From an optimization exercise on the open Yosys and OpenROAD flow, aimed at small area, a short achievable clock period and few clock cycles per item; shortcuts taken in it are not production practice.
In this exercise RTL edits were held to simulation tests only and were not proved equivalent to the original.
Power and IR drop assume default switching activity.

<file path="flow/run.sh">
#!/bin/bash
# Own layout flow: the standard flow (standard.sh) with one change, the buffer cell put on
# every input and output port (buf_2 instead of the one buffer_ports picks by itself).
# Each tool's output is in orfs/logs/; this script's own output goes to run_flow.log.
set -euo pipefail
bash standard.sh "BUFFER_PORTS_ARGS=-buffer_cell sky130_fd_sc_hd__buf_2" finish > run_flow.log 2>&1
</file>
<file path="standard.sh">
#!/bin/bash
# synth_recipe.tcl (not shown) runs the flow's synth.tcl, then flattens the netlist and writes it again
# the make line also repeats each setting of config.mk as NAME=value (left out here)
make -C /OpenROAD-flow-scripts/flow DESIGN_CONFIG=/design/flow/config.mk WORK_HOME=/design/flow/orfs CLKGATE_MAP_FILE= SYNTH_SCRIPT=/design/flow/synth_recipe.tcl "${@:-finish}"
</file>
<file path="constraint.sdc">
create_clock -name core_clock -period 6.0 [get_ports {aclk}]
set_input_delay 1.2000 -clock core_clock [delete_from_list [all_inputs] [get_ports {aclk}]]
set_output_delay 1.2000 -clock core_clock [all_outputs]
set_load 0.01 [all_outputs]
</file>
<file path="config.mk">
export PLATFORM = sky130hd
export DESIGN_NAME = bmp_stream_to_rgba_decoder
export DESIGN_NICKNAME = bmp_stream_to_rgba_decoder
export VERILOG_FILES = /design/flow/design.v
export SDC_FILE = /design/flow/constraint.sdc
export NUM_CORES = 4
export LEC_CHECK = 0
export CAP_MARGIN = 20
export CORE_MARGIN = 2
export CORE_UTILIZATION = 78
export CTS_CLUSTER_DIAMETER = 100
export CTS_CLUSTER_SIZE = 30
export SETUP_SLACK_MARGIN = 3.5
export SLEW_MARGIN = 20
</file>
<file path="design.v">
`default_nettype none
package bmpd_pkg;
    localparam logic [1:0] KIND_PIXEL  = 2'd0;
    localparam logic [1:0] KIND_HEADER = 2'd1;
    localparam logic [1:0] KIND_ERROR  = 2'd2;
    localparam logic [2:0] ERR_SIGNATURE = 3'd0;
    localparam logic [2:0] ERR_INFO_SIZE = 3'd1;
    localparam logic [2:0] ERR_FORMAT    = 3'd2;
    localparam logic [2:0] ERR_SIZE_ZERO = 3'd3;
    localparam logic [2:0] ERR_OFFSET    = 3'd4;
    localparam logic [2:0] ERR_TOO_LARGE = 3'd5;
    localparam logic [2:0] ERR_TRUNCATED = 3'd6;
endpackage
`default_nettype wire
`default_nettype none
module bmp_stream_to_rgba_decoder (
    input  wire logic           aclk,
    input  wire logic           aresetn,
    input  wire logic           s_tvalid,
    output logic                s_tready,
    input  wire logic [7:0]     s_tdata,
    input  wire logic           s_tlast,
    output logic                m_tvalid,
    input  wire logic           m_tready,
    output logic [87:0]         m_tdata,
    output logic [1:0]          m_tuser,
    output logic                m_tlast
);
    localparam int N  = 3;
    localparam logic [1:0] T_PIX  = 2'b00;    
    localparam logic [1:0] T_EOL  = 2'b01;    
    localparam logic [1:0] T_LAST = 2'b11;    
    localparam logic [1:0] T_INFO = 2'b10;    
    logic           ph_hdr, ph_skip, ph_pix, ph_pad, ph_ign;
    logic [5:0]     pos;         
    logic [18:0]    off_hi;      
    logic           off_hi_z;    
    logic [12:0]    w;
    logic [12:0]    h;           
    logic           hz, ho;      
    logic           sig_ok, info_ok, fmt_ok, wide;
    logic           eol_f;       
    logic           last_f;      
    logic           has_pad;     
    logic           w_sz;        
    logic           w_big;       
    logic           h_sz;        
    logic           h_big;       
    logic           off_lt;      
    logic           off_eq;      
    logic [12:0]    col;         
    logic [31:0]    q_data [0:N-1];
    logic [1:0]     q_tag  [0:N-1];
    logic [N-1:0]   wr_sel, rd_sel;
    logic [N-1:0]   occ;         
    logic           full, nonempty, ready;
    assign full     = occ[N-1];
    assign nonempty = occ[0];
    logic           o_valid;
    logic [1:0]     o_kind;
    logic           o_last;
    logic [2:0]     o_err;
    logic [12:0]    o_w, o_h;
    logic [11:0]    o_x, o_y;
    logic [7:0]     o_r, o_g, o_b, o_a;
    logic           o_bu, o_eol;
    logic           o_first;     
    logic acc, push, pop;
    assign s_tready = ready;     
    assign acc      = s_tvalid && !full;
    assign pop      = nonempty && (!o_valid || m_tready);
    logic [1:0]  bip;
    logic [31:0] off;
    assign bip = pos[1:0];
    assign off = {off_hi, col};
    logic        v_bad, hdr_bad;
    logic [2:0]  v_code, hdr_code;
    always_comb begin
        v_bad  = 1'b1;
        v_code = bmpd_pkg::ERR_SIGNATURE;
        if (!sig_ok)              v_code = bmpd_pkg::ERR_SIGNATURE;
        else if (!info_ok)        v_code = bmpd_pkg::ERR_INFO_SIZE;
        else if (!fmt_ok)         v_code = bmpd_pkg::ERR_FORMAT;
        else if (w_sz || h_sz)    v_code = bmpd_pkg::ERR_SIZE_ZERO;
        else if (off_lt)          v_code = bmpd_pkg::ERR_OFFSET;
        else if (w_big || h_big)  v_code = bmpd_pkg::ERR_TOO_LARGE;
        else                      v_bad  = 1'b0;
    end
    logic br_lo, br_hi;
    always_ff @(posedge aclk) begin
        br_lo    <= acc && ph_skip && !(off_hi_z && col == 13'd55) && (col == '0);
        br_hi    <= br_lo && (off_hi[9:0] == '0);
        off_hi_z <= (off_hi == '0);
        hdr_bad  <= v_bad;
        hdr_code <= v_code;
    end
    logic hdr_end, pix_end, row_eol, row_last, pad_end, row_end, ends_ok, trunc;
    assign hdr_end  = ph_hdr && (pos == 6'd53);
    assign pix_end  = ph_pix && (bip == (wide ? 2'd3 : 2'd2));
    assign row_eol  = eol_f;
    assign row_last = last_f;
    assign pad_end  = ph_pad && ((w[1:0] == 2'd1 && bip == 2'd0) || (w[1:0] == 2'd2 && bip == 2'd1)
                                 || (w[1:0] == 2'd3 && bip == 2'd2));
    assign row_end  = (pix_end && row_eol && !has_pad) || pad_end;
    assign ends_ok  = ph_ign || (hdr_end && hdr_bad) || (row_end && row_last);
    assign trunc    = s_tlast && !ends_ok;
    assign push     = acc && (hdr_end || pix_end || trunc);
    logic w_is1;
    assign w_is1 = (w == 13'd1);
    logic       hb_v;
    logic [7:0] hb_d;
    always_ff @(posedge aclk) begin
        hb_v <= aresetn && acc && ph_hdr;
        hb_d <= s_tdata;
    end
    logic [12:0] col_dec;
    assign col_dec = col - 13'd1;
    always_ff @(posedge aclk) begin
        if (!aresetn) begin
            ph_hdr  <= 1'b1;
            ph_skip <= 1'b0;
            ph_pix  <= 1'b0;
            ph_pad  <= 1'b0;
            ph_ign  <= 1'b0;
            pos     <= '0;
        end else begin
            if (br_lo) off_hi[9:0]   <= off_hi[9:0] - 10'd1;
            if (br_hi) off_hi[18:10] <= off_hi[18:10] - 9'd1;
            if (hb_v) begin
                case (pos)
                    6'd1:  sig_ok <= (hb_d == 8'h42);
                    6'd2:  sig_ok <= sig_ok && (hb_d == 8'h4D);
                    6'd11: begin
                        col[7:0] <= hb_d;
                        off_lt   <= (hb_d[7:6] != '0);
                    end
                    6'd12: begin
                        col[12:8]   <= hb_d[4:0];
                        off_hi[2:0] <= hb_d[7:5];
                        off_lt      <= off_lt || (hb_d != 8'd0);
                    end
                    6'd13: begin
                        off_hi[10:3] <= hb_d;
                        off_lt       <= off_lt || (hb_d != 8'd0);
                    end
                    6'd14: begin
                        off_hi[18:11] <= hb_d;
                        off_lt        <= off_lt || (hb_d != 8'd0);
                    end
                    6'd15: begin
                        info_ok <= (hb_d >= 8'd40);
                        off_lt  <= !off_lt && (col[5:0] < 6'd54);
                        off_eq  <= !off_lt && (col[5:0] == 6'd54);
                    end
                    6'd16, 6'd17, 6'd18: info_ok <= info_ok || (hb_d != 8'd0);
                    6'd19: begin
                        w[7:0] <= hb_d;
                        w_sz   <= (hb_d != 8'd0);
                    end
                    6'd20: begin
                        w[12:8] <= hb_d[4:0];
                        w_sz    <= w_sz || (hb_d != 8'd0);
                        w_big   <= (hb_d[7:5] != '0)
                                   || (hb_d[4] && (hb_d[3:0] != '0 || w[7:0] != '0));
                    end
                    6'd21: begin
                        w_sz  <= w_sz || (hb_d != 8'd0);
                        w_big <= w_big || (hb_d != 8'd0);
                    end
                    6'd22: begin
                        w_sz  <= hb_d[7] || !(w_sz || hb_d != 8'd0);
                        w_big <= w_big || (hb_d[6:0] != '0);
                    end
                    6'd23: begin
                        h[7:0] <= hb_d;
                        h_sz   <= (hb_d != 8'd0);
                    end
                    6'd24: begin
                        h[12:8] <= hb_d[4:0];
                        hz      <= (hb_d[7:5] == 3'b000);
                        ho      <= (hb_d[7:5] == 3'b111);
                        h_sz    <= h_sz || (hb_d != 8'd0);
                        h_big   <= hb_d[4] && (hb_d[3:0] != '0 || h[7:0] != '0);
                    end
                    6'd25: begin
                        hz   <= hz && (hb_d == 8'h00);
                        ho   <= ho && (hb_d == 8'hFF);
                        h_sz <= h_sz || (hb_d != 8'd0);
                    end
                    6'd26: begin
                        hz    <= hz && (hb_d == 8'h00);
                        ho    <= ho && (hb_d == 8'hFF);
                        h_sz  <= !(h_sz || hb_d != 8'd0);
                        h_big <= (ho && hb_d == 8'hFF) ? !h[12]
                               : (hz && hb_d == 8'h00) ? h_big : 1'b1;
                    end
                    6'd27: begin
                        fmt_ok <= (hb_d == 8'd1);
                        h      <= ho ? 13'd0 - h : h;
                    end
                    6'd29: begin
                        fmt_ok <= fmt_ok && (hb_d == 8'd24 || hb_d == 8'd32);
                        wide   <= (hb_d == 8'd32);
                    end
                    6'd30: begin
                        fmt_ok <= fmt_ok && (hb_d == 8'd0);
                        wide   <= wide && (hb_d == 8'd0);
                    end
                    6'd28: begin
                        fmt_ok <= fmt_ok && (hb_d == 8'd0);
                        last_f <= (h == 13'd1);
                    end
                    6'd31: begin
                        fmt_ok  <= fmt_ok && (hb_d == 8'd0);
                        has_pad <= !wide && (w[1:0] != 2'd0);
                    end
                    6'd32, 6'd33, 6'd34:
                        fmt_ok <= fmt_ok && (hb_d == 8'd0);
                    default: ;
                endcase
            end
            if (acc) begin
                if (ph_hdr) begin
                    pos <= pos + 6'd1;
                    if (pos == 6'd53) begin
                        ph_hdr <= 1'b0;
                        pos    <= '0;
                        if (hdr_bad) begin
                            ph_ign <= 1'b1;
                        end else if (off_eq) begin
                            col    <= w;
                            eol_f  <= w_is1;
                            ph_pix <= 1'b1;
                        end else begin
                            ph_skip <= 1'b1;
                        end
                    end
                end
                if (ph_skip) begin
                    if (off_hi_z && col == 13'd55) begin
                        col     <= w;
                        eol_f   <= w_is1;
                        ph_skip <= 1'b0;
                        ph_pix  <= 1'b1;
                    end else begin
                        col    <= col_dec;
                    end
                end
                if (ph_pix) begin
                    if (pix_end) begin
                        pos[1:0] <= '0;
                        col      <= row_eol ? w : col_dec;
                        eol_f    <= row_eol ? w_is1 : (col == 13'd2);
                        if (row_eol && has_pad) begin
                            ph_pix <= 1'b0;
                            ph_pad <= 1'b1;
                        end
                    end else begin
                        pos[1:0] <= bip + 2'd1;
                    end
                end
                if (ph_pad) begin
                    if (pad_end) begin
                        pos[1:0] <= '0;
                        ph_pad   <= 1'b0;
                        ph_pix   <= 1'b1;
                    end else begin
                        pos[1:0] <= bip + 2'd1;
                    end
                end
                if (row_end) begin
                    h      <= h - 13'd1;
                    last_f <= (h == 13'd2);
                    if (row_last) begin
                        ph_pix <= 1'b0;
                        ph_pad <= 1'b0;
                        ph_ign <= 1'b1;
                    end
                end
                if (s_tlast) begin
                    ph_hdr  <= 1'b1;
                    ph_skip <= 1'b0;
                    ph_pix  <= 1'b0;
                    ph_pad  <= 1'b0;
                    ph_ign  <= 1'b0;
                    pos     <= '0;
                end
            end
        end
    end
    logic [1:0] p_tag;
    always_comb begin
        if (trunc || hdr_end)            p_tag = T_INFO;
        else if (row_eol && row_last)    p_tag = T_LAST;
        else if (row_eol)                p_tag = T_EOL;
        else                             p_tag = T_PIX;
    end
    logic [3:0] lane_we;
    logic       fill_a, err_w;
    logic [2:0] err_code;
    always_comb begin
        lane_we = '0;
        if (ph_pix) lane_we[bip] = 1'b1;
        if (ph_hdr) begin
            case (pos)
                6'd18:   lane_we[0] = 1'b1;
                6'd19:   lane_we[1] = 1'b1;
                6'd22:   lane_we[2] = 1'b1;
                6'd23:   lane_we[3] = 1'b1;
                default: ;
            endcase
        end
    end
    assign fill_a   = ph_pix && !wide && (bip == 2'd2);
    assign err_w    = (hdr_end && hdr_bad) || (acc && trunc);
    assign err_code = (hdr_end && hdr_bad) ? hdr_code : bmpd_pkg::ERR_TRUNCATED;
    always_ff @(posedge aclk) begin
        for (int i = 0; i < N; i++) begin
            if (!full && wr_sel[i]) begin
                if (lane_we[0]) q_data[i][7:0]   <= s_tdata;
                if (lane_we[1]) q_data[i][15:8]  <= s_tdata;
                if (lane_we[2]) q_data[i][23:16] <= s_tdata;
                if (lane_we[3] || fill_a) q_data[i][31:24] <= s_tdata | {8{fill_a}};
                if (err_w) begin
                    q_data[i][2:0] <= err_code;
                    q_data[i][15]  <= 1'b1;
                end
                if (push) begin
                    q_tag[i] <= p_tag;
                end
            end
        end
    end
    always_ff @(posedge aclk) begin
        if (!aresetn) begin
            wr_sel <= N'(1);
            rd_sel <= N'(1);
            occ    <= '0;
            ready  <= 1'b1;
        end else begin
            if (push) wr_sel <= {wr_sel[N-2:0], wr_sel[N-1]};
            if (pop)  rd_sel <= {rd_sel[N-2:0], rd_sel[N-1]};
            if (push && !pop) begin
                occ   <= {occ[N-2:0], 1'b1};
                ready <= !occ[N-2];
            end else if (pop && !push) begin
                occ   <= {1'b0, occ[N-1:1]};
                ready <= 1'b1;
            end
        end
    end
    logic [31:0] hd_data;
    logic [1:0]  hd_tag;
    always_comb begin
        hd_data = '0;
        hd_tag  = '0;
        for (int i = 0; i < N; i++) begin
            hd_data = hd_data | (q_data[i] & {32{rd_sel[i]}});
            hd_tag  = hd_tag  | (q_tag[i]  & {2{rd_sel[i]}});
        end
    end
    logic        first, hd_pix;
    logic [11:0] y_first, y_step;
    assign first  = o_first;
    assign hd_pix = (hd_tag != T_INFO);
    assign y_first = o_bu ? 12'(o_h - 13'd1) : 12'd0;
    assign y_step  = o_bu ? o_y - 12'd1 : o_y + 12'd1;
    always_ff @(posedge aclk) begin
        if (!aresetn) begin
            o_valid <= 1'b0;
        end else if (pop) begin
            o_valid <= 1'b1;
        end else if (m_tready) begin
            o_valid <= 1'b0;
        end
        if (pop) begin
            o_eol   <= hd_tag[0];
            o_first <= !hd_pix && !hd_data[15];
            o_last  <= 1'b0;
            o_err   <= '0;
            o_r     <= '0;
            o_g     <= '0;
            o_b     <= '0;
            o_a     <= '0;
            if (hd_pix) begin
                o_kind <= bmpd_pkg::KIND_PIXEL;
                o_last <= hd_tag[1];
                o_r    <= hd_data[23:16];
                o_g    <= hd_data[15:8];
                o_b    <= hd_data[7:0];
                o_a    <= hd_data[31:24];
                if (first || o_eol) begin
                    o_x <= '0;
                    o_y <= first ? y_first : y_step;
                end else begin
                    o_x <= o_x + 12'd1;
                end
            end else if (!hd_data[15]) begin
                o_kind <= bmpd_pkg::KIND_HEADER;
                o_w    <= hd_data[12:0];
                o_h    <= hd_data[31] ? 13'd0 - hd_data[28:16] : hd_data[28:16];
                o_bu   <= !hd_data[31];
                o_x    <= '0;
                o_y    <= '0;
            end else begin
                o_kind <= bmpd_pkg::KIND_ERROR;
                o_err  <= hd_data[2:0];
                o_w    <= '0;
                o_h    <= '0;
                o_x    <= '0;
                o_y    <= '0;
            end
        end
    end
    assign m_tvalid = o_valid;
    assign m_tuser  = o_kind;
    assign m_tlast  = o_last;
    assign m_tdata  = {3'd0, o_a, o_b, o_g, o_r, o_y, o_x, o_h, o_w, o_err};
endmodule
`default_nettype wire
</file>
==> out/metrics.yaml, run 1 <==
placed_design:
  gp_congestion: 1.00
  placed_cells: 1573
  placed_cell_area_um2: 15400
  dp_hpwl_um: 23700
  io_buffers: 102
clock_network:
  clock_latency_ns: 0.51
  clock-sinks: 304
  cts_root_buf: "clkbuf_16"
  numCtsBuffers: 14
  cts_max_level: 1
  clk_path_buf_depth: 3
  clk_transition_reported_paths_ns: 0.12
  cts_tree: "built"
power_and_ir_drop:
  leakage_nw: 5.90
  ir_drop_v: 0.000238
  powerDensity_nw_per_um2: 265
  power.switching_mw: 1.18
  intPower_mw: 3.18
  switching_share_pct: 27.1
  power_frac_comb_pct: 15.8
  seq_power_share_pct: 58.1
  power_frac_clock_pct: 26.1
global_routing:
  overflow: 0
  antenna_found_initial: 0
  grt_pass1_vias: 10800
  grt_usage_pct: 37.3
  grt_max_degree: 71
  grt_pass1_wl_um: 58500
worst_setup_path:
  path_max_fanout: 21
  cp-start-kind: "flip-flop"
  crit_required_ns: 6.23
  startpoint: "rd_sel[0]"
  end_kind: "flip-flop"
  path_class: "flip-flop to flip-flop"
  arrival_ns: 2.80
  regToRegStartpoint: "rd_sel[0]"
yosys:
  synth_top_cell_by_area: "edfxtp_1"
  yosysWarningCount: 3
  synthFlopType: "edfxtp_1"
  async_reset_ff_share_pct: 0
  syn_area_um2: 14700
  synth_cell_types: 80
  yosysSeqAreaShare_pct: 59.6
  syn_avg_cell_area_um2: 11.4
  synth-edff-count: 266
  synth_top_cell_area_share_pct: 54.4
  synthCells: 1290
  ys_ff_latch: 304
  yosys-top-cells-area: "edfxtp_1, dfxtp_1, nor2_1"
finish:
  antenna_cells: 0
  final_nets: 1443
  area_delta_synth_final_pct: 12.0
  final_cells: 1639
  drive_above_1_share_pct: 17.8
  final_area_um2: 16400
  utilization_pct: 88.5
floorplanning:
  pin_count: 106
  die_h_um: 141
  die_w_um: 141
  fp-row-count: 50
  core-area_um2: 18600
  die_area_um2: 19900
  start_util_pct: 79.0
status:
  outcome: "complete, no violations"
sta:
  slew_violations: 0
  setup_viol: 0
  min_period_ns: 2.56
  hold_viol_final: 0
  slew_headroom_pct: 40.0
  fin_tns_setup_ns: 0
  fmax_mhz: 390
  finalClockSkew_ns: 0.0508
  period_share_pct: 42.7
  rsz0062_at_grt: "true"
  worstMarginPinSlew_ns: 0.899
detailed_routing:
  vias: 11600
  via_per_inst: 7.08
  dr.pass1.iters: 8
  ant_nets: 0
  wl_per_cell_um: 23.9
  routed_wl_um: 39100
  drt_iter0_drc: 2022
  drc_errors: 0
hold_path:
  hp-class: "flip-flop to flip-flop"
  hold_start: "off_hi[9]"
flow_run:
  drv_cap: 0
## through the flow
stage | total power [mW] | hold WS (ns) | setup WS [ns]
finish | 4.36 | 0.514 | 3.44
global route | 4.46 | 0.531 | 3.35
CTS | 4.27 | 0.503 | 3.33
detailed placement | 3.16 | 0.486 | 2.46
global placement | 3.12 | 0.476 | 2.48
floorplan | 2.95 | 0.406 | 3.30
## flip-flops by register name, indices dropped and copies added (netlist names), 3 cells and up
name,flops
q_data,96
off_hi,19
col,13
h,13
o_h,13
o_w,13
w,13
o_x,12
o_y,12
hb_d,8
o_a,8
o_b,8
o_g,8
o_r,8
pos,6
q_tag,6
hdr_code,3
o_err,3
occ,3
rd_sel,3
wr_sel,3
## metal layers
metal  global-route usage, %  wire, um
met5                       0         0
met4                    13.4      1480
met3                    4.21      3950
met2                    66.8     20000
met1                    47.5     13700
## repair_timing
| action | CTS | global route |
|---|---|---|
| buffers inserted | 21 | 19 |
| pin swaps | 10 | 16 |
| cloned | 1 | 0 |
| resized for setup | 30 | 44 |
| endpoints found under the setup margin | 215 | 180 |
| hold buffers | 0 | 0 |
| endpoints found under the hold margin | 0 | 0 |
## worst paths after layout
| kind | cells past startpoint | slack (ns) | endpoint |
|---|---|---|---|
| setup / recovery | 8 | 3.44 | o_h[10] |
| hold / removal | 1 | 0.51 | br_hi |
| setup reg to reg | 8 | 3.44 | o_h[10] |
| hold reg to reg | 1 | 0.51 | br_hi |
## layout by cell type, fill, tap and decap left out, drive strengths merged, types with 33 or more instances in the layout
cell / count
nand2: 113
edfxtp: 266
a21oi: 73
xor2: 43
xnor2: 33
o21ai: 41
dfxtp: 38
buf: 156
nor3: 37
nor2: 172
## cells in the mapped netlist, types with 6 or more instances
library cell	instances
edfxtp_1	266
nor2_1	171
nand2_1	112
a21oi_1	72
clkbuf_1	47
xor2_1	43
o21ai_0	39
dfxtp_1	38
nor3_1	37
xnor2_1	33
a222oi_1	32
ha_1	32
o22ai_1	31
nand3_1	30
inv_1	27
mux2i_1	19
nand2b_1	18
and3_1	16
nor2b_1	16
nor4_1	15
and2_1	14
buf_2	13
a21o_1	11
a31oi_1	10
nand4_1	10
o211ai_1	8
a22oi_1	7
a211oi_1	6
nor4b_1	6
or2_2	6
## kinds of logic after synthesis
| logic type | after synthesis | share of synthesized area (%) |
|---|---|---|
| fa+ha+maj | 33 | 2.86 |
| flops | 304 | 59.6 |
| xor+xnor | 76 | 4.53 |
| buf+inv | 95 | 2.64 |
| simple gates | 492 | 16.4 |
| compound gates | 265 | 12.3 |
| mux | 24 | 1.68 |
| other cells | 1 | 0.0255 |
## critical path, cell delays in order, from the launching register on
cell      delay, ns
dfxtp_4        0.43
buf_6          0.20
a222oi_1       0.48
buf_4          0.23
and2_1         0.20
nand4_1        0.22
o21bai_1       0.27
xnor2_1        0.17
nor2_1         0.09
## final cells by class
cell class              count  area (um^2)
multi-input cells         893         5880
clock inverters             1         30.0
repair inverters            1         7.51
flip-flops and latches    304         8760
fillers                   837         2140
inverters                  27          109
repair buffers            156          951
clock buffers              23          405
well taps                 234          293
## power by group through the flow
stage | logic [mW] | clock network, mW | registers, mW
finish | 0.691 | 1.14 | 2.53
global route | 0.735 | 1.19 | 2.54
CTS | 0.624 | 1.12 | 2.52
detailed placement | 0.587 | 0 | 2.57
global placement | 0.559 | 0 | 2.56
floorplan | 0.376 | 0 | 2.57
Testbench counts, summed over its fixed seeds: cycles 520,358, bytes 477,256.
==> inputs of run 2 (changes only) <==
--- a/config.mk
+++ b/config.mk
@@ -9,3 +9,3 @@
 export CORE_MARGIN = 2
-export CORE_UTILIZATION = 78
+export CORE_UTILIZATION = 70
 export CTS_CLUSTER_DIAMETER = 100
==> run 2 against run 1 <==
Largest power group unchanged. Clock skew decreased by 0.028 ns. Power decreased by 0.56%. Cell area increased by 0.46%. Synthesized cell count unchanged. Critical path type unchanged. Largest cell class unchanged.
==> out/metrics.yaml, run 2 <==
finish:
  mostFrequentLayoutCell: "edfxtp_1"
  top_regs: "q_data x96, off_hi x19"
  largest_reg_flops: 96
  multi_input_comb_area_um2: 5880
  drive_above_1_share_pct: 17.6
  fill_cells: 1253
  layout_common_cells: "edfxtp_1, nor2_1, nand2_1, buf_2, a21oi_1"
  final_area_um2: 16500
  utilization_pct: 80.8
  seq_area_um2: 8760
  area_delta_synth_final_pct: 12.5
  largest_register: "q_data"
  antenna_cells: 0
  final_nets: 1445
global_routing:
  grt_usage_pct: 31.2
  use_met1_pct: 41.4
  top_usage_layer: "met2"
  grt_use_met2_pct: 53.8
  grt_max_degree: 71
  overflow: 0
  antenna_found_initial: 0
  grt_pass1_vias: 10400
  gr-usage-met3_pct: 3.67
  grt_pass1_wl_um: 54700
yosys:
  syn_area_um2: 14700
  netlist_top_cells_count: "edfxtp_1, nor2_1, nand2_1"
  synthCells: 1290
  synth-edff-count: 266
  ys_ff_latch: 304
  async_reset_ff_share_pct: 0
  yosysWarningCount: 3
  synth_most_common_cell: "edfxtp_1"
  synth_top_cell_area_share_pct: 54.4
  yosys-top-cells-area: "edfxtp_1, dfxtp_1, nor2_1"
  syn_avg_cell_area_um2: 11.4
  synthFlopType: "edfxtp_1"
  synth_cell_types: 80
  synth_top_cell_by_area: "edfxtp_1"
  yosysSeqAreaShare_pct: 59.6
clock_network:
  ctsHoldBuffers: 0
  cts_root_buf: "clkbuf_16"
  numCtsBuffers: 14
  cts_tree: "built"
  clk_path_buf_depth: 3
  clk_transition_reported_paths_ns: 0.11
  clock_latency_ns: 0.50
  cts_max_level: 1
  clock-sinks: 304
worst_setup_path:
  cp-start-kind: "flip-flop"
  end_kind: "flip-flop"
  r2r-end: "col[8]"
  critical-path-slowest-cell: "dfxtp_1"
  cp_cell_sequence: "nand2_1, nor3_2, nand3_2, mux2i_1, o22ai_1, a21o_1"
  path_max_fanout: 12
  crit_required_ns: 6.27
  rr_worst_depth: 6
  regToRegStartpoint: "pos[2]"
  slowest_delay_ns: 0.62
  arrival_ns: 2.85
  regToRegSetupSlack_ns: 3.42
  path_class: "flip-flop to flip-flop"
  startpoint: "pos[2]"
detailed_routing:
  vias: 11000
  wl_per_cell_um: 20.8
  drt_iter0_drc: 1312
  dr.pass1.iters: 8
  routed_wl_um: 34800
  via_per_inst: 6.53
  drc_errors: 0
  ant_nets: 0
sta:
  slew_violations: 0
  rsz0062_at_grt: "true"
  fmax_mhz: 387
  slew_headroom_pct: 40.0
  setup_viol: 0
  min_period_ns: 2.58
  hold_viol_final: 0
  fin_ws_ns: 3.42
  fin_tns_setup_ns: 0
  finalClockSkew_ns: 0.0224
  period_share_pct: 43.1
  whs_ns: 0.503
  worstMarginPinSlew_ns: 0.900
placed_design:
  pre_cts_slack_ns: 2.40
  dp_hpwl_um: 23000
  gp_congestion: 1.00
  io_buffers: 102
  placed_cell_area_um2: 15400
floorplanning:
  start_util_pct: 71.9
  die_w_um: 149
  core-area_um2: 20400
  die_area_um2: 22200
  fp-row-count: 52
  die_h_um: 149
  pin_count: 106
hold_path:
  hold_end: "wr_sel[1]"
  hold_start: "wr_sel[0]"
  hold_depth: 2
  hp-class: "flip-flop to flip-flop"
power_and_ir_drop:
  leakage_nw: 5.91
  powerDensity_nw_per_um2: 263
  ir_drop_v: 0.000271
flow_run:
  drv_cap: 0
status:
  outcome: "complete, no violations"
## run 2: cell counts after synthesis
Identical to the previous run, type by type.
## run 2: worst max-delay path by stage
| stage | depth (start not counted) | slack (ns) | endpoint |
|---|---|---|---|
| floorplan | 4 | 3.30 | o_a[0] |
| global placement | 5 | 2.49 | col[5] |
| detailed placement | 4 | 2.40 | o_a[1] |
| CTS | 6 | 3.46 | rd_sel[0] |
| global route | 6 | 3.34 | col[8] |
| finish | 6 | 3.42 | col[8] |
## run 2: power by group
group | internal, mW | leakage [nW] | switching [mW]
registers | 2.44 | 2.77 | 0.0730
logic | 0.251 | 2.92 | 0.414
clock network | 0.522 | 0.219 | 0.637
total | 3.21 | 5.91 | 1.12
## run 2: cells by family after synthesis
| kind of cell | share of synthesized area [%] |
|---|---|
| buffers and inverters | 2.64 |
| flip-flops | 59.6 |
| other | 0.0255 |
| multiplexers | 1.68 |
| AND/OR/NAND/NOR | 16.4 |
| XOR/XNOR | 4.53 |
| AO/OA/AOI/OAI | 12.3 |
| adder cells (fa/ha/maj) | 2.86 |
## run 2: metrics by stage
step / std cells / power [mW]
final: 1677 / 4.34
after global routing: 1677 / 4.48
after CTS: 1655 / 4.30
after detailed placement: 1608 / 3.15
after global placement: 1608 / 3.13
after floorplan: 1292 / 2.95
## run 2: layer usage
layer / vias to the layer above / share of wire [%]
met5: - / 0
met4: 0 / 3.9
met3: 101 / 7.9
met2: 576 / 50
met1: 5237 / 39
li1: 5037 / -
## run 2: cell type report
class | count | share of cell area [%]
clock buffer | 21 | 2.41
clock inverter | 3 | 0.348
inverter | 27 | 0.682
multi-input combinational | 894 | 35.6
sequential | 304 | 53.0
tap | 270 | 2.05
timing repair buffer | 155 | 5.73
timing repair inverter | 3 | 0.136
## run 2: what timing repair did
item,4_1_cts,5_1_grt
setup buffers,20,20
gates resized for setup,33,38
endpoints found under the setup margin,217,206
cloned,3,2
pin swaps,12,15
## run 2: worst max-delay path: cells and delay by family (launching register included)
kind	cells	cell delay, ns
flip-flops	1	0.62
AO/OA/AOI/OAI	2	0.30
multiplexers	1	0.31
AND/OR/NAND/NOR	3	1.12
==> inputs of run 3 (changes only) <==
--- a/config.mk
+++ b/config.mk
@@ -10,4 +10,4 @@
 export CORE_UTILIZATION = 70
-export CTS_CLUSTER_DIAMETER = 100
-export CTS_CLUSTER_SIZE = 30
+export CTS_CLUSTER_DIAMETER = 80
+export CTS_CLUSTER_SIZE = 24
 export SETUP_SLACK_MARGIN = 3.5
==> run 3 against run 2 <==
Still clean. Routed wire length down 0.62%. Register-to-register slack better by 0.06 ns. Count of clock-buffer cells in the layout is 4 higher. Fmax increased by 0.81%. Critical path depth decreased by 2. Die area unchanged. Sequential power about the same. Clock power up 3%. Non-clock buffer count down 3.
==> out/metrics.yaml, run 3 <==
worst_setup_path:
  cp.buffers_inverters: 2
  cp-start-kind: "input port"
  path_max_fanout: 14
  crit_family: "buffers and inverters"
  critical-path-slowest-cell: "clkinvlp_2"
  arrival_ns: 2.61
  cp_cell_sequence: "buf_2, nor2b_4, nand2b_2, clkinvlp_2"
  slowest_delay_ns: 0.73
  startpoint: "m_tready"
  regToRegStartpoint: "pos[1]"
  crit_required_ns: 6.05
  path_class: "input port to flip-flop"
  end_kind: "flip-flop"
flow_run:
  drv_cap: 0
yosys:
  yosysSeqAreaShare_pct: 59.6
  synth_cell_types: 80
  synthCells: 1290
  synth-edff-count: 266
  synthFlopType: "edfxtp_1"
  async_reset_ff_share_pct: 0
  yosys-top-cells-area: "edfxtp_1, dfxtp_1, nor2_1"
  synth_most_common_cell: "edfxtp_1"
  synth_top_cell_by_area: "edfxtp_1"
  synth_top_cell_area_share_pct: 54.4
  yosysWarningCount: 3
  netlist_top_cells_count: "edfxtp_1, nor2_1, nand2_1"
  ys_ff_latch: 304
  syn_area_um2: 14700
  syn_avg_cell_area_um2: 11.4
floorplanning:
  fp-row-count: 52
  pin_count: 106
  core-area_um2: 20400
  die_h_um: 149
  die_w_um: 149
  die_area_um2: 22200
  start_util_pct: 71.9
sta:
  setup_viol: 0
  fmax_mhz: 390
  finalClockSkew_ns: 0.0161
  rsz0062_at_grt: "true"
  slew_headroom_pct: 40.8
  slew_violations: 0
  hold_viol_final: 0
  fin_tns_setup_ns: 0
  period_share_pct: 42.7
  min_period_ns: 2.56
  worstMarginPinSlew_ns: 0.888
finish:
  antenna_cells: 0
  final_nets: 1444
  drive_above_1_share_pct: 17.3
  largest_reg_flops: 96
  fill_cells: 1260
  area_delta_synth_final_pct: 12.4
  top_regs: "q_data x96, off_hi x19"
  largest_register: "q_data"
  mostFrequentLayoutCell: "edfxtp_1"
  layout_common_cells: "edfxtp_1, nor2_1, nand2_1, buf_2, a21oi_1"
detailed_routing:
  vias: 10900
  routed_wl_um: 34600
  drt_iter0_drc: 1133
  via_per_inst: 6.47
  dr.pass1.iters: 7
  ant_nets: 0
  wl_per_cell_um: 20.6
  drc_errors: 0
global_routing:
  grt_pass1_vias: 10300
  overflow: 0
  grt_max_degree: 71
  antenna_found_initial: 0
  grt_usage_pct: 30.9
  grt_pass1_wl_um: 54200
placed_design:
  gp_congestion: 1.00
  io_buffers: 102
  dp_hpwl_um: 23000
hold_path:
  hold_start: "off_hi[9]"
  hp-class: "flip-flop to flip-flop"
clock_network:
  cts_root_buf: "clkbuf_16"
  cts_max_level: 1
  clock_latency_ns: 0.50
  clock-sinks: 304
  clk_transition_reported_paths_ns: 0.08
  cts_tree: "built"
  clk_path_buf_depth: 3
  ctsHoldBuffers: 0
  numCtsBuffers: 17
power_and_ir_drop:
  ir_drop_v: 0.000237
  leakage_nw: 5.91
  powerDensity_nw_per_um2: 265
  p_total_mw: 4.37
status:
  outcome: "complete, no violations"
run 3: cell counts after synthesis:
Identical to the previous run, type by type.
run 3: final timing paths:
path / end / slack [ns] / cells after the start
max: o_g[7] / 3.44 / 4
min: br_hi / 0.51 / 1
max reg2reg: occ[1] / 3.48 / 11
min reg2reg: br_hi / 0.51 / 1
run 3: cell families after synthesis:
logic type      share of synthesized area (%)
simple gates                             16.4
xor+xnor                                 4.53
mux                                      1.68
flops                                    59.6
fa+ha+maj                                2.86
compound gates                           12.3
other cells                            0.0255
buf+inv                                  2.64
run 3: metal layers:
metal  global-route usage [%]  vias up  share of wire (%)
met1                     41.1     5188                 39
met2                     53.4      548                 50
met4                     10.7        0                3.2
li1                         -     5040                  -
met3                     3.73       86                7.5
met5                        0        -                  0
run 3: power breakdown:
part           total [mW]  switching (mW)  internal (mW)
registers            2.51          0.0732           2.44
logic               0.659           0.411          0.249
clock network        1.20           0.653          0.545
total                4.37            1.14           3.24
run 3: layout make-up:
| class | instances | area, um^2 | share of cell area (%) |
|---|---|---|---|
| repair buffers | 152 | 932 | 5.65 |
| multi-input cells | 894 | 5860 | 35.5 |
| clock buffers | 25 | 455 | 2.76 |
| well taps | 270 | 338 | 2.05 |
| inverters | 27 | 113 | 0.682 |
| flip-flops and latches | 304 | 8760 | 53.0 |
| clock inverters | 4 | 37.5 | 0.227 |
| repair inverters | 2 | 12.5 | 0.0758 |
run 3: through the flow:
step	util, %	worst slack [ns]	std cells	hold slack [ns]	cell area, um^2
CTS	79.0	3.38	1653	0.499	16100
detailed placement	75.3	2.40	1608	0.487	15400
global route	80.8	3.33	1678	0.519	16500
floorplan	-	3.30	1292	0.406	14700
finish	80.8	3.44	1678	0.508	16500
global placement	75.3	2.49	1608	0.478	15400
run 3: what timing repair did:
action | 4_1_cts | 5_1_grt
gates cloned | 3 | 1
endpoints found under the setup margin | 211 | 230
resized for setup | 28 | 34
pin swaps | 5 | 17
setup buffers | 13 | 24
==> inputs of run 4 (changes only) <==
--- a/design.v
+++ b/design.v
@@ -110,6 +110,8 @@
     logic       hb_v;
+    logic [5:0] hb_pos;
     logic [7:0] hb_d;
     always_ff @(posedge aclk) begin
-        hb_v <= aresetn && acc && ph_hdr;
-        hb_d <= s_tdata;
+        hb_v   <= aresetn && acc && ph_hdr;
+        hb_pos <= pos;
+        hb_d   <= s_tdata;
     end
@@ -129,6 +131,6 @@
             if (hb_v) begin
-                case (pos)
-                    6'd1:  sig_ok <= (hb_d == 8'h42);
-                    6'd2:  sig_ok <= sig_ok && (hb_d == 8'h4D);
-                    6'd11: begin
+                case (hb_pos)
+                    6'd0:  sig_ok <= (hb_d == 8'h42);
+                    6'd1:  sig_ok <= sig_ok && (hb_d == 8'h4D);
+                    6'd10: begin
                         col[7:0] <= hb_d;
@@ -136,3 +138,3 @@
                     end
-                    6'd12: begin
+                    6'd11: begin
                         col[12:8]   <= hb_d[4:0];
@@ -141,3 +143,3 @@
                     end
-                    6'd13: begin
+                    6'd12: begin
                         off_hi[10:3] <= hb_d;
@@ -145,3 +147,3 @@
                     end
-                    6'd14: begin
+                    6'd13: begin
                         off_hi[18:11] <= hb_d;
@@ -149,3 +151,3 @@
                     end
-                    6'd15: begin
+                    6'd14: begin
                         info_ok <= (hb_d >= 8'd40);
@@ -154,4 +156,4 @@
                     end
-                    6'd16, 6'd17, 6'd18: info_ok <= info_ok || (hb_d != 8'd0);
-                    6'd19: begin
+                    6'd15, 6'd16, 6'd17: info_ok <= info_ok || (hb_d != 8'd0);
+                    6'd18: begin
                         w[7:0] <= hb_d;
@@ -159,3 +161,3 @@
                     end
-                    6'd20: begin
+                    6'd19: begin
                         w[12:8] <= hb_d[4:0];
@@ -165,3 +167,3 @@
                     end
-                    6'd21: begin
+                    6'd20: begin
                         w_sz  <= w_sz || (hb_d != 8'd0);
@@ -169,3 +171,3 @@
                     end
-                    6'd22: begin
+                    6'd21: begin
                         w_sz  <= hb_d[7] || !(w_sz || hb_d != 8'd0);
@@ -173,3 +175,3 @@
                     end
-                    6'd23: begin
+                    6'd22: begin
                         h[7:0] <= hb_d;
@@ -177,3 +179,3 @@
                     end
-                    6'd24: begin
+                    6'd23: begin
                         h[12:8] <= hb_d[4:0];
@@ -184,3 +186,3 @@
                     end
-                    6'd25: begin
+                    6'd24: begin
                         hz   <= hz && (hb_d == 8'h00);
@@ -189,3 +191,3 @@
                     end
-                    6'd26: begin
+                    6'd25: begin
                         hz    <= hz && (hb_d == 8'h00);
@@ -196,3 +198,3 @@
                     end
-                    6'd27: begin
+                    6'd26: begin
                         fmt_ok <= (hb_d == 8'd1);
@@ -200,3 +202,3 @@
                     end
-                    6'd29: begin
+                    6'd28: begin
                         fmt_ok <= fmt_ok && (hb_d == 8'd24 || hb_d == 8'd32);
@@ -204,3 +206,3 @@
                     end
-                    6'd30: begin
+                    6'd29: begin
                         fmt_ok <= fmt_ok && (hb_d == 8'd0);
@@ -208,3 +210,3 @@
                     end
-                    6'd28: begin
+                    6'd27: begin
                         fmt_ok <= fmt_ok && (hb_d == 8'd0);
@@ -212,3 +214,3 @@
                     end
-                    6'd31: begin
+                    6'd30: begin
                         fmt_ok  <= fmt_ok && (hb_d == 8'd0);
@@ -216,3 +218,3 @@
                     end
-                    6'd32, 6'd33, 6'd34:
+                    6'd31, 6'd32, 6'd33:
                         fmt_ok <= fmt_ok && (hb_d == 8'd0);
@@ -221,6 +223,6 @@
             end
-            if (acc) begin
-                if (ph_hdr) begin
-                    pos <= pos + 6'd1;
-                    if (pos == 6'd53) begin
+          if (acc) begin
+            if (ph_hdr) begin
+                pos <= pos + 6'd1;
+                if (pos == 6'd53) begin
                         ph_hdr <= 1'b0;
@@ -229,61 +231,63 @@
                             ph_ign <= 1'b1;
-                        end else if (off_eq) begin
-                            col    <= w;
-                            eol_f  <= w_is1;
-                            ph_pix <= 1'b1;
                         end else begin
-                            ph_skip <= 1'b1;
+                            if (off_eq) begin
+                                col    <= w;
+                                eol_f  <= w_is1;
+                                ph_pix <= 1'b1;
+                            end else begin
+                                ph_skip <= 1'b1;
+                            end
                         end
-                    end
                 end
-                if (ph_skip) begin
-                    if (off_hi_z && col == 13'd55) begin
-                        col     <= w;
-                        eol_f   <= w_is1;
-                        ph_skip <= 1'b0;
-                        ph_pix  <= 1'b1;
-                    end else begin
-                        col    <= col_dec;
-                    end
-                end
-                if (ph_pix) begin
-                    if (pix_end) begin
-                        pos[1:0] <= '0;
-                        col      <= row_eol ? w : col_dec;
-                        eol_f    <= row_eol ? w_is1 : (col == 13'd2);
-                        if (row_eol && has_pad) begin
-                            ph_pix <= 1'b0;
-                            ph_pad <= 1'b1;
-                        end
-                    end else begin
-                        pos[1:0] <= bip + 2'd1;
-                    end
-                end
-                if (ph_pad) begin
-                    if (pad_end) begin
-                        pos[1:0] <= '0;
-                        ph_pad   <= 1'b0;
-                        ph_pix   <= 1'b1;
-                    end else begin
-                        pos[1:0] <= bip + 2'd1;
-                    end
+            end
+            if (ph_skip) begin
+                if (off_hi_z && col == 13'd55) begin
+                    col     <= w;
+                    eol_f   <= w_is1;
+                    ph_skip <= 1'b0;
+                    ph_pix  <= 1'b1;
+                end else begin
+                    col    <= col_dec;
                 end
-                if (row_end) begin
-                    h      <= h - 13'd1;
-                    last_f <= (h == 13'd2);
-                    if (row_last) begin
+            end
+            if (ph_pix) begin
+                if (pix_end) begin
+                    pos[1:0] <= '0;
+                    col      <= row_eol ? w : col_dec;
+                    eol_f    <= row_eol ? w_is1 : (col == 13'd2);
+                    if (row_eol && has_pad) begin
                         ph_pix <= 1'b0;
-                        ph_pad <= 1'b0;
-                        ph_ign <= 1'b1;
+                        ph_pad <= 1'b1;
                     end
+                end else begin
+                    pos[1:0] <= bip + 2'd1;
                 end
-                if (s_tlast) begin
-                    ph_hdr  <= 1'b1;
-                    ph_skip <= 1'b0;
-                    ph_pix  <= 1'b0;
-                    ph_pad  <= 1'b0;
-                    ph_ign  <= 1'b0;
-                    pos     <= '0;
+            end
+            if (ph_pad) begin
+                if (pad_end) begin
+                    pos[1:0] <= '0;
+                    ph_pad   <= 1'b0;
+                    ph_pix   <= 1'b1;
+                end else begin
+                    pos[1:0] <= bip + 2'd1;
                 end
             end
+            if (row_end) begin
+                h      <= h - 13'd1;
+                last_f <= (h == 13'd2);
+                if (row_last) begin
+                    ph_pix <= 1'b0;
+                    ph_pad <= 1'b0;
+                    ph_ign <= 1'b1;
+                end
+            end
+            if (s_tlast) begin
+                ph_hdr  <= 1'b1;
+                ph_skip <= 1'b0;
+                ph_pix  <= 1'b0;
+                ph_pad  <= 1'b0;
+                ph_ign  <= 1'b0;
+                pos     <= '0;
+            end
+          end
         end
@@ -378,8 +382,8 @@
             o_first <= !hd_pix && !hd_data[15];
-            o_last  <= 1'b0;
-            o_err   <= '0;
-            o_r     <= '0;
-            o_g     <= '0;
-            o_b     <= '0;
-            o_a     <= '0;
+            o_last <= 1'b0;
+            o_err  <= '0;
+            o_r    <= '0;
+            o_g    <= '0;
+            o_b    <= '0;
+            o_a    <= '0;
             if (hd_pix) begin
--- a/config.mk
+++ b/config.mk
@@ -9,5 +9,5 @@
 export CORE_MARGIN = 2
-export CORE_UTILIZATION = 70
-export CTS_CLUSTER_DIAMETER = 80
-export CTS_CLUSTER_SIZE = 24
+export CORE_UTILIZATION = 60
+export CTS_CLUSTER_DIAMETER = 100
+export CTS_CLUSTER_SIZE = 30
 export SETUP_SLACK_MARGIN = 3.5
==> run 4 against run 3 <==
Worst hold slack worse by 0.073 ns. First-iteration DRC count is 0.62% lower. Synthesized cell count is 3.6% higher. Worst setup slack better by 0.091 ns. Clock skew is 0.012 ns higher. Sequential share of layout area is 0.36 points lower. Power is 1.9% higher. Critical path type is now flip-flop to flip-flop. Largest cell class unchanged.
==> out/metrics.yaml, run 4 <==
clock_network:
  clk_transition_reported_paths_ns: 0.12
  ctsHoldBuffers: 0
  clk_path_buf_depth: 3
  numCtsBuffers: 14
  cts_root_buf: "clkbuf_16"
  cts_tree: "built"
  cts_max_level: 1
  clock_latency_ns: 0.52
  clock-sinks: 310
finish:
  mostFrequentLayoutCell: "edfxtp_1"
  layout_common_cells: "edfxtp_1, nor2_1, nand2_1, buf_2, a21oi_1"
  area_delta_synth_final_pct: 12.6
  largest_register: "q_data"
  final_nets: 1493
  largest_reg_flops: 96
  drive_above_1_share_pct: 17.2
  antenna_cells: 0
  top_regs: "q_data x96, off_hi x19"
  final_area_um2: 16900
worst_setup_path:
  rr_worst_depth: 10
  cp_cell_sequence: "inv_1, ha_1, a21oi_1, a211oi_4, buf_4, o21ai_2, buf_6, o21ai_0, and3_1, a311o_1"
  crit_required_ns: 6.28
  path_max_fanout: 13
  cp.buffers_inverters: 3
  path_class: "flip-flop to flip-flop"
  startpoint: "pos[1]"
  regToRegStartpoint: "pos[1]"
  end_kind: "flip-flop"
  regToRegSetupSlack_ns: 3.53
  slowest_delay_ns: 0.42
  cp.depth: 10
  arrival_ns: 2.76
  r2r-end: "h[10]"
  worstSetupEndpoint: "h[10]"
  crit_family: "compound AO/OA/AOI/OAI gates"
  cp-start-kind: "flip-flop"
  critical-path-slowest-cell: "dfxtp_4"
sta:
  fin_tns_setup_ns: 0
  hold_viol_final: 0
  rsz0062_at_grt: "true"
  min_period_ns: 2.47
  whs_ns: 0.435
  period_share_pct: 41.2
  slew_violations: 0
  finalClockSkew_ns: 0.0277
  worstMarginPinSlew_ns: 0.958
  setup_viol: 0
  slew_headroom_pct: 36.2
  fmax_mhz: 405
yosys:
  synth-edff-count: 266
  synth_top_cell_area_share_pct: 53.3
  yosys-top-cells-area: "edfxtp_1, dfxtp_1, nor2_1"
  netlist_top_cells_count: "edfxtp_1, nor2_1, nand2_1"
  syn_avg_cell_area_um2: 11.2
  ys_ff_latch: 310
  async_reset_ff_share_pct: 0
  synth_most_common_cell: "edfxtp_1"
  synth_cell_types: 82
  synthCells: 1337
  syn_area_um2: 15000
  yosysWarningCount: 3
  synth_top_cell_by_area: "edfxtp_1"
  yosysSeqAreaShare_pct: 59.2
  synthFlopType: "edfxtp_1"
power_and_ir_drop:
  ir_drop_v: 0.000236
  leakage_nw: 5.85
  p_total_mw: 4.45
  powerDensity_nw_per_um2: 264
detailed_routing:
  vias: 11000
  wl_per_cell_um: 20.0
  ant_nets: 0
  drc_errors: 0
  routed.top_layer: "met4"
  routed_wl_um: 35600
  drt_iter0_drc: 1126
  detailroute.wirelength.met3_um: 2180
  via_per_inst: 6.17
  drt-met1-wl_um: 14900
  dr.pass1.iters: 7
  dr_wl_met2_um: 17300
global_routing:
  grt_pass1_vias: 10300
  grt_usage_pct: 26.3
  grt_pass1_wl_um: 54900
  antenna_found_initial: 0
  overflow: 0
  grt_max_degree: 63
hold_path:
  hold_start: "pos[0]"
  hp-class: "flip-flop to flip-flop"
floorplanning:
  die_h_um: 162
  core-area_um2: 24400
  die_area_um2: 26200
  die_w_um: 162
  start_util_pct: 61.4
  pin_count: 106
  fp-row-count: 57
placed_design:
  dp_hpwl_um: 23300
  placed_cell_area_um2: 15800
  gp_congestion: 0.909
  io_buffers: 102
flow_run:
  drv_cap: 0
status:
  outcome: "complete, no violations"
[run 4: cells by family (layout without fill, tap and decap cells)]
kind of cell | count (synthesis) | in the layout | share of synthesized area (%)
mux | 25 | 25 | 1.71
other cells | 1 | 3 | 0.0250
compound gates | 262 | 264 | 12.4
simple gates | 539 | 539 | 17.2
fa+ha+maj | 33 | 33 | 2.79
buf+inv | 101 | 216 | 2.77
xor+xnor | 66 | 66 | 3.86
flops | 310 | 310 | 59.2
[run 4: routing by layer]
metal,GRT usage [%],vias to the layer above
met5,0,-
met4,9.05,0
met3,2.81,85
met2,44.7,427
met1,35.6,5263
li1,-,5216
[run 4: where the power goes]
group	switching [mW]	internal, mW
combinational	0.454	0.288
clock	0.645	0.479
sequential	0.0885	2.50
[run 4: cell type report]
class	instances	area (um^2)
Inverter	32	124
Timing Repair Buffer	160	983
Clock inverter	2	25.0
Fill cell	1829	7530
Tap cell	324	405
Clock buffer	22	402
Multi-Input combinational cell	930	6040
Sequential cell	310	8880
[run 4: worst min path at each step]
stage | end | slack (ns) | depth (start not counted)
3_5_place_dp | hb_pos[3] | 0.42 | 0
6_report | hb_pos[0] | 0.43 | 0
3_3_place_gp | hb_pos[4] | 0.42 | 0
2_1_floorplan | hb_pos[2] | 0.33 | 0
4_1_cts | hb_pos[1] | 0.43 | 0
5_1_grt | hb_pos[0] | 0.44 | 0
[run 4: worst reg2reg max path: cells and delay by family (launching register included)]
family                   cells  cell delay [ns]
AO/OA/AOI/OAI                5             0.94
buffers and inverters        3             0.46
flip-flops                   1             0.42
adder cells (fa/ha/maj)      1             0.22
AND/OR/NAND/NOR              1             0.20
[run 4: what timing repair did]
| action | 4_1_cts | 5_1_grt |
|---|---|---|
| buffers inserted | 6 | 32 |
| pin swaps | 5 | 13 |
| endpoints found under the setup margin | 89 | 109 |
| cloned | 0 | 3 |
| resized for setup | 24 | 49 |
[run 4: stage by stage]
stage | setup WS, ns | utilization, % | cells
floorplan | 3.30 | - | 1339
global placement | 2.87 | 64.7 | 1715
detailed placement | 2.82 | 64.7 | 1715
CTS | 3.42 | 67.1 | 1745
global route | 3.45 | 69.1 | 1780
finish | 3.53 | 69.1 | 1780
Testbench counts of run 4, summed over its fixed seeds: cycles 520,358, bytes 477,256.
==> inputs of run 5 (changes only) <==
--- a/config.mk
+++ b/config.mk
@@ -12,3 +12,3 @@
 export CTS_CLUSTER_SIZE = 30
-export SETUP_SLACK_MARGIN = 3.5
+export SETUP_SLACK_MARGIN = 3.9
 export SLEW_MARGIN = 20
==> run 5 against run 4 <==
Sequential power barely moved. Synthesized cell count did not move. Via count rose by 9.7%. Critical path type unchanged. Critical endpoint is now o_y[11]. Largest cell class unchanged.
==> out/metrics.yaml, run 5 <==
status:
  outcome: "complete, no violations"
worst_setup_path:
  crit_required_ns: 6.28
  arrival_ns: 2.83
  end_kind: "flip-flop"
  regToRegSetupSlack_ns: 3.45
  r2r-end: "o_y[11]"
  regToRegStartpoint: "o_bu"
  cp-start-kind: "flip-flop"
  rr_worst_depth: 9
  path_class: "flip-flop to flip-flop"
  path_max_fanout: 11
yosys:
  synth-edff-count: 266
  synth_top_cell_area_share_pct: 53.3
  synth_cell_types: 82
  syn_area_um2: 15000
  syn_avg_cell_area_um2: 11.2
  ys_ff_latch: 310
  yosys-top-cells-area: "edfxtp_1, dfxtp_1, nor2_1"
  synthFlopType: "edfxtp_1"
  synthCells: 1337
  netlist_top_cells_count: "edfxtp_1, nor2_1, nand2_1"
  yosysWarningCount: 3
  yosysSeqAreaShare_pct: 59.2
  async_reset_ff_share_pct: 0
  synth_most_common_cell: "edfxtp_1"
  synth_top_cell_by_area: "edfxtp_1"
flow_run:
  drv_cap: 0
sta:
  setup_viol: 0
  hold_viol_final: 0
  fmax_mhz: 392
  min_period_ns: 2.55
  slew_headroom_pct: 44.0
  finalClockSkew_ns: 0.0221
  period_share_pct: 42.5
  whs_ns: 0.428
  rsz0062_at_grt: "true"
  worstMarginPinSlew_ns: 0.834
  fin_tns_setup_ns: 0
  slew_violations: 0
finish:
  final_nets: 1643
  mostFrequentLayoutCell: "edfxtp_1"
  largest_reg_flops: 96
  antenna_cells: 0
  top_regs: "q_data x96, off_hi x19"
  drive_above_1_share_pct: 34.5
  fill_cells: 1532
  layout_common_cells: "edfxtp_1, nor2_1, buf_4, buf_2, nand2_1"
  area_delta_synth_final_pct: 28.5
  largest_register: "q_data"
detailed_routing:
  dr_wl_met2_um: 20800
  routed_wl_um: 40800
  drc_errors: 0
  ant_nets: 0
  drt_iter0_drc: 1060
  dr.pass1.iters: 7
  detailroute.wirelength.met3_um: 2550
  wl_per_cell_um: 21.1
  via_per_inst: 6.25
  drt-met1-wl_um: 15700
  vias: 12100
  routed.top_layer: "met4"
global_routing:
  grt_pass1_wl_um: 61100
  grt_usage_pct: 29.4
  antenna_found_initial: 0
  grt_max_degree: 51
  overflow: 0
  grt_pass1_vias: 11400
clock_network:
  clk_transition_reported_paths_ns: 0.12
  cts_tree: "built"
  numCtsBuffers: 14
  clk_path_buf_depth: 3
  cts_root_buf: "clkbuf_16"
  clock_latency_ns: 0.51
  cts_max_level: 1
  clock-sinks: 310
power_and_ir_drop:
  p_total_mw: 4.70
  ir_drop_v: 0.000205
  leakage_nw: 6.87
  powerDensity_nw_per_um2: 244
floorplanning:
  pin_count: 106
  fp-row-count: 57
  die_w_um: 162
  die_h_um: 162
  core-area_um2: 24400
  die_area_um2: 26200
  start_util_pct: 61.4
placed_design:
  io_buffers: 102
  dp_hpwl_um: 23800
  gp_congestion: 0.874
hold_path:
  hold_start: "pos[1]"
  hp-class: "flip-flop to flip-flop"
  hold_depth: 0
  hold_end: "hb_pos[1]"
run 5: changes by cell type in the layout (fill, tap and decap cells not counted), sizes merged:
cell	before	now
a21boi	8	7
bufbuf	0	2
buf	160	306
o21ai	38	40
clkinvlp	1	2
run 5: metal layers:
| layer | up-vias | track usage (%) |
|---|---|---|
| li1 | 5529 | - |
| met1 | 5837 | 38.4 |
| met2 | 548 | 51.3 |
| met3 | 140 | 3.14 |
| met4 | 0 | 10.5 |
| met5 | - | 0 |
run 5: layout make-up:
class	instances	area, um^2	share of cell area (%)
inverters	32	126	0.656
repair buffers	308	2370	12.3
multi-input cells	931	6990	36.3
repair inverters	1	7.51	0.0390
well taps	324	405	2.11
clock inverters	2	25.0	0.130
flip-flops and latches	310	8920	46.3
clock buffers	22	402	2.09
run 5: critical path, cell delays in order (launching register included):
cell      delay (ns)
edfxtp_1        0.43
buf_12          0.17
buf_4           0.15
ha_4            0.28
o211ai_1        0.11
o211ai_1        0.18
nand2_1         0.11
mux2i_1         0.15
nor4_2          0.38
mux2_2          0.37
run 5: through the flow:
step / setup slack, ns / cells / area, um^2 / utilization [%]
floorplan: 3.30 / 1339 / 15500 / -
global placement: 2.54 / 1708 / 16100 / 65.9
detailed placement: 2.64 / 1709 / 16100 / 66.0
CTS: 3.57 / 1861 / 18200 / 74.8
global route: 3.38 / 1930 / 19300 / 78.9
finish: 3.45 / 1930 / 19300 / 78.9
run 5: worst max path at each step:
stage	from	to	slack [ns]
floorplan	m_tready	o_a[0]	3.30
global placement	m_tready	o_b[5]	2.54
detailed placement	s_tvalid	h[10]	2.64
CTS	o_bu	o_y[11]	3.57
global route	o_bu	o_y[11]	3.38
finish	o_bu	o_y[11]	3.45
run 5: timing repair:
item	in CTS	in global routing
pin swaps	54	53
buffers inserted	122	68
gates resized for setup	157	106
cloned	6	1
hold buffers	0	0
setup endpoints to repair	462	305
run 5: logic make-up after synthesis:
group,count (synthesis),synth area share (%)
simple gates,539,17.2
flops,310,59.2
compound gates,262,12.4
buf+inv,101,2.77
xor+xnor,66,3.86
fa+ha+maj,33,2.79
mux,25,1.71
other cells,1,0.0250
run 5: power by group:
part | switching, mW | internal (mW)
Sequential | 0.0800 | 2.50
Combinational | 0.546 | 0.439
Clock | 0.658 | 0.479
==> inputs of run 6 (changes only) <==
--- a/config.mk
+++ b/config.mk
@@ -9,6 +9,7 @@
 export CORE_MARGIN = 2
-export CORE_UTILIZATION = 60
+export CORE_UTILIZATION = 70
 export CTS_CLUSTER_DIAMETER = 100
 export CTS_CLUSTER_SIZE = 30
-export SETUP_SLACK_MARGIN = 3.9
+export PLACE_DENSITY = 0.8
+export SETUP_SLACK_MARGIN = 3.5
 export SLEW_MARGIN = 20
==> run 6 against run 5 <==
Still clean. First-iteration DRC count grew 15%. Die area shrank 14%. Critical path depth grew 1. Fmax shrank 0.50%. Sequential cell count is the same. Synthesized cell count is the same. Worst setup slack lost 0.013 ns. Non-clock buffer count shrank 150. Combinational power shrank about 20%. Sequential power is essentially flat. Routed wire length shrank 7.2%. Area after synthesis is the same. Critical endpoint is now h[10]. Largest cell class unchanged.
==> out/metrics.yaml, run 6 <==
finish:
  area_delta_synth_final_pct: 12.9
  layout_common_cells: "edfxtp_1, nor2_1, nand2_1, buf_2, a21oi_1"
  top_regs: "q_data x96, off_hi x19"
  antenna_cells: 0
  largest_reg_flops: 96
  final_nets: 1492
  mostFrequentLayoutCell: "edfxtp_1"
  largest_register: "q_data"
  drive_above_1_share_pct: 17.9
hold_path:
  hp-class: "flip-flop to flip-flop"
  hold_end: "hb_pos[3]"
  hold_start: "pos[3]"
  hold_depth: 0
sta:
  whs_ns: 0.444
  fin_ws_ns: 3.44
  hold_viol_final: 0
  slew_violations: 0
  setup_viol: 0
  fin_tns_setup_ns: 0
  period_share_pct: 42.7
  rsz0062_at_grt: "true"
  finalClockSkew_ns: 0.0141
  slew_headroom_pct: 35.4
  fmax_mhz: 390
  min_period_ns: 2.56
  worstMarginPinSlew_ns: 0.968
power_and_ir_drop:
  powerDensity_nw_per_um2: 268
  leakage_nw: 5.86
  ir_drop_v: 0.000204
detailed_routing:
  routed_wl_um: 37900
  drt_iter0_drc: 1222
  dr.pass1.iters: 9
  via_per_inst: 6.66
  vias: 11500
  wl_per_cell_um: 21.9
  drc_errors: 0
  ant_nets: 0
placed_design:
  io_buffers: 102
  pre_cts_slack_ns: 2.45
  gp_congestion: 0.914
  dp_hpwl_um: 23900
worst_setup_path:
  cp-start-kind: "flip-flop"
  rr_worst_depth: 10
  r2r-end: "h[10]"
  arrival_ns: 2.82
  crit_required_ns: 6.25
  path_max_fanout: 13
  regToRegSetupSlack_ns: 3.44
  end_kind: "flip-flop"
  path_class: "flip-flop to flip-flop"
  regToRegStartpoint: "pos[1]"
yosys:
  synth_top_cell_area_share_pct: 53.3
  netlist_top_cells_count: "edfxtp_1, nor2_1, nand2_1"
  syn_avg_cell_area_um2: 11.2
  synth-edff-count: 266
  synth_top_cell_by_area: "edfxtp_1"
  synthFlopType: "edfxtp_1"
  synth_most_common_cell: "edfxtp_1"
  async_reset_ff_share_pct: 0
  yosysSeqAreaShare_pct: 59.2
  synth_cell_types: 82
  synthCells: 1337
  yosysWarningCount: 3
  yosys-top-cells-area: "edfxtp_1, dfxtp_1, nor2_1"
  syn_area_um2: 15000
  ys_ff_latch: 310
clock_network:
  clk_transition_reported_paths_ns: 0.11
  cts_tree: "built"
  cts_root_buf: "clkbuf_16"
  clock_latency_ns: 0.50
  clock-sinks: 310
  clk_path_buf_depth: 3
  numCtsBuffers: 14
  cts_max_level: 1
floorplanning:
  die_h_um: 150
  die_area_um2: 22600
  core-area_um2: 21000
  fp-row-count: 53
  pin_count: 106
  die_w_um: 150
  start_util_pct: 71.2
status:
  outcome: "complete, no violations"
global_routing:
  grt_pass1_wl_um: 57000
  grt_usage_pct: 32.3
  overflow: 0
  grt_max_degree: 54
  grt_pass1_vias: 10800
  antenna_found_initial: 1
flow_run:
  drv_cap: 0
[run 6: worst max path at each step]
stage	from	end	slack [ns]	cells after the start
2_1_floorplan	m_tready	o_a[0]	3.30	4
3_3_place_gp	m_tready	o_b[4]	2.59	4
3_5_place_dp	m_tready	o_g[0]	2.45	4
4_1_cts	m_tready	rd_sel[0]	3.33	6
5_1_grt	hb_pos[2]	off_hi[11]	3.36	4
6_report	pos[1]	h[10]	3.44	10
[run 6: what timing repair did]
item | in CTS | in global routing
setup endpoints to repair | 160 | 129
resized for setup | 34 | 64
buffers inserted | 24 | 18
hold buffers | 0 | 0
gates cloned | 1 | 3
pin swaps | 13 | 21
[run 6: final cells by class]
type                            instances  area, um^2
Clock inverter                          2        25.0
Tap cell                              275         344
Inverter                               32         124
Timing Repair inverter                  3        22.5
Timing Repair Buffer                  158        1010
Fill cell                            1237        4120
Sequential cell                       310        8890
Multi-Input combinational cell        928        6090
Clock buffer                           22         402
[run 6: cell families after synthesis]
group           after synthesis  synth area share, %
other cells                   1               0.0250
flops                       310                 59.2
compound gates              262                 12.4
simple gates                539                 17.2
fa+ha+maj                    33                 2.79
buf+inv                     101                 2.77
mux                          25                 1.71
xor+xnor                     66                 3.86
[run 6: critical path: stages, from the launching register on]
cell and delay [ns]:
dfxtp_4 0.43, inv_2 0.07, ha_1 0.21, mux2i_1 0.26, a211oi_2 0.16, buf_4 0.17
o21ai_2 0.20, buf_6 0.20, o21ai_0 0.10, and3_1 0.19, a311o_1 0.31
[run 6: per-layer routing]
metal / up-vias / routed length [um] / GRT usage [%]
met3: 124 / 2820 / 3.39
met1: 5517 / 14200 / 42.0
li1: 5208 / - / -
met2: 663 / 19300 / 56.1
met5: - / 13 / 0
met4: 2 / 1550 / 12.6
[run 6: per-stage QoR]
stage / utilization [%] / area (um^2) / power (mW) / instances
after floorplan: - / 15000 / 3.08 / 1339
after global placement: 74.5 / 15700 / 3.29 / 1658
after detailed placement: 74.6 / 15700 / 3.33 / 1660
after CTS: 78.2 / 16400 / 4.45 / 1709
after global routing: 80.4 / 16900 / 4.68 / 1730
final: 80.4 / 16900 / 4.53 / 1730
[run 6: report_power, final]
part,switching (mW),internal [mW],leakage [nW]
logic,0.481,0.310,2.83
clock network,0.649,0.479,0.205
registers,0.112,2.50,2.83
total,1.24,3.29,5.86
==> inputs of run 7 (changes only) <==
--- a/config.mk
+++ b/config.mk
@@ -12,3 +12,2 @@
 export CTS_CLUSTER_SIZE = 30
-export PLACE_DENSITY = 0.8
 export SETUP_SLACK_MARGIN = 3.5
==> run 7 against run 6 <==
Sequential cell count stayed put. Register-to-register slack gained 0.09 ns. Critical path type unchanged. Fmax up 3.7%. Worst setup slack improved by 0.091 ns. Sequential share of layout area increased by 0.36 points. Still clean on timing, DRC and antenna. Critical endpoint unchanged. Sequential power about the same. Cell area decreased by 0.75%. Die area unchanged.
==> out/metrics.yaml, run 7 <==
status:
  outcome: "complete, no violations"
clock_network:
  clk_transition_reported_paths_ns: 0.11
  cts_root_buf: "clkbuf_16"
  clock_latency_ns: 0.51
  clk_path_buf_depth: 3
  numCtsBuffers: 14
  clock-sinks: 310
  cts_tree: "built"
  cts_max_level: 1
yosys:
  synthCells: 1337
  synth_top_cell_by_area: "edfxtp_1"
  synthFlopType: "edfxtp_1"
  ys_ff_latch: 310
  syn_avg_cell_area_um2: 11.2
  yosys-top-cells-area: "edfxtp_1, dfxtp_1, nor2_1"
  synth-edff-count: 266
  synth_cell_types: 82
  syn_area_um2: 15000
  async_reset_ff_share_pct: 0
  synth_most_common_cell: "edfxtp_1"
  yosysSeqAreaShare_pct: 59.2
  synth_top_cell_area_share_pct: 53.3
  yosysWarningCount: 3
hold_path:
  hp-class: "flip-flop to flip-flop"
  hold_depth: 0
power_and_ir_drop:
  powerDensity_nw_per_um2: 266
  leakage_nw: 5.86
finish:
  final_nets: 1495
  largest_register: "q_data"
  largest_reg_flops: 96
  top_regs: "q_data x96, off_hi x19"
  drive_above_1_share_pct: 17.4
  area_delta_synth_final_pct: 12.0
  multi_input_comb_area_um2: 5990
  fill_cells: 1296
  mostFrequentLayoutCell: "edfxtp_1"
  layout_common_cells: "edfxtp_1, nor2_1, nand2_1, buf_2, a21oi_1"
detailed_routing:
  ant_nets: 0
  wl_per_cell_um: 20.5
  drt_iter0_drc: 1018
  via_per_inst: 6.52
  dr.pass1.iters: 8
  vias: 11300
  routed_wl_um: 35500
sta:
  setup_viol: 0
  finalClockSkew_ns: 0.0185
  rsz0062_at_grt: "true"
  worstMarginPinSlew_ns: 0.893
  slew_headroom_pct: 40.3
  period_share_pct: 41.2
  whs_ns: 0.437
  fin_ws_ns: 3.53
  slew_violations: 0
  hold_viol_final: 0
global_routing:
  grt_usage_pct: 30.0
  grt_max_degree: 53
  grt_pass1_vias: 10400
  antenna_found_initial: 1
worst_setup_path:
  cp-start-kind: "flip-flop"
  regToRegSetupSlack_ns: 3.53
  path_class: "flip-flop to flip-flop"
  crit_required_ns: 6.26
  arrival_ns: 2.73
  critical-path-slowest-cell: "dfxtp_4"
  path_max_fanout: 9
  cp_cell_sequence: "inv_1, ha_1, mux2i_4, a211oi_4, buf_4, o21ai_2, buf_6, o21ai_0, and3_1, a311o_1"
floorplanning:
  pin_count: 106
  fp-row-count: 53
  die_w_um: 150
placed_design:
  io_buffers: 102
  gp_congestion: 0.888
==> run 7: area by class of cell <==
cell class	instances	area share [%]
sequential	310	52.9
multi-input combinational	929	35.7
timing repair buffer	163	6.02
clock buffer	21	2.39
tap	275	2.05
inverter	32	0.738
clock inverter	3	0.149
antenna	1	0.0149
==> run 7: through the flow <==
stage / total power [mW] / util, % / instance area [um^2] / cells
floorplan: 3.08 / - / 15000 / 1339
global placement: 3.29 / 74.7 / 15700 / 1664
detailed placement: 3.32 / 74.7 / 15700 / 1664
CTS: 4.43 / 77.9 / 16400 / 1703
global route: 4.62 / 79.8 / 16800 / 1734
finish: 4.46 / 79.8 / 16800 / 1734
==> run 7: worst paths after layout <==
check,startpoint,to
worst min register to register,pos[0],hb_pos[0]
worst min-delay path,pos[0],hb_pos[0]
worst max register to register,pos[0],h[10]
worst max-delay path,pos[0],h[10]
==> run 7: logic make-up after synthesis <==
family / count (synthesis) / share of synthesized area [%]
simple gates: 539 / 17.2
mux: 25 / 1.71
xor+xnor: 66 / 3.86
flops: 310 / 59.2
buf+inv: 101 / 2.77
compound gates: 262 / 12.4
fa+ha+maj: 33 / 2.79
other cells: 1 / 0.0250
==> run 7: power by group <==
group          total, mW  switching, mW  internal, mW
combinational      0.747          0.461         0.285
sequential          2.58         0.0833          2.50
clock               1.13          0.645         0.482
==> run 7: metal layers <==
metal	share of wire [%]	vias to the layer above	track usage, %	wire, um
li1	-	5217	-	-
met4	3.6	0	10.9	1270
met3	7.6	98	3.21	2690
met1	39	5386	39.0	13700
met5	0	-	0	0
met2	50	606	52.5	17800
==> run 7: worst max-delay path, delay by kind of cell (launching register included) <==
family	cells	cell delay, ns
mux	1	0.20
fa+ha+maj	1	0.25
compound gates	4	0.73
simple gates	1	0.19
buf+inv	3	0.44
flops	1	0.42
==> run 7: repair_timing <==
action | in CTS | in global routing
gates cloned | 0 | 2
resized for setup | 26 | 45
setup buffers | 15 | 28
endpoints found under the setup margin | 100 | 138
hold buffers | 0 | 0
pin swaps | 9 | 10

Re-timed with assumed drivers on the ports (clkbuf_16 on the clock, buf_2 on other inputs), run 7 has 3.530 ns of setup slack against 3.530 ns with ideal ports, and 3.046 ns once port delays also move by the mid clock arrival of 0.542 ns.
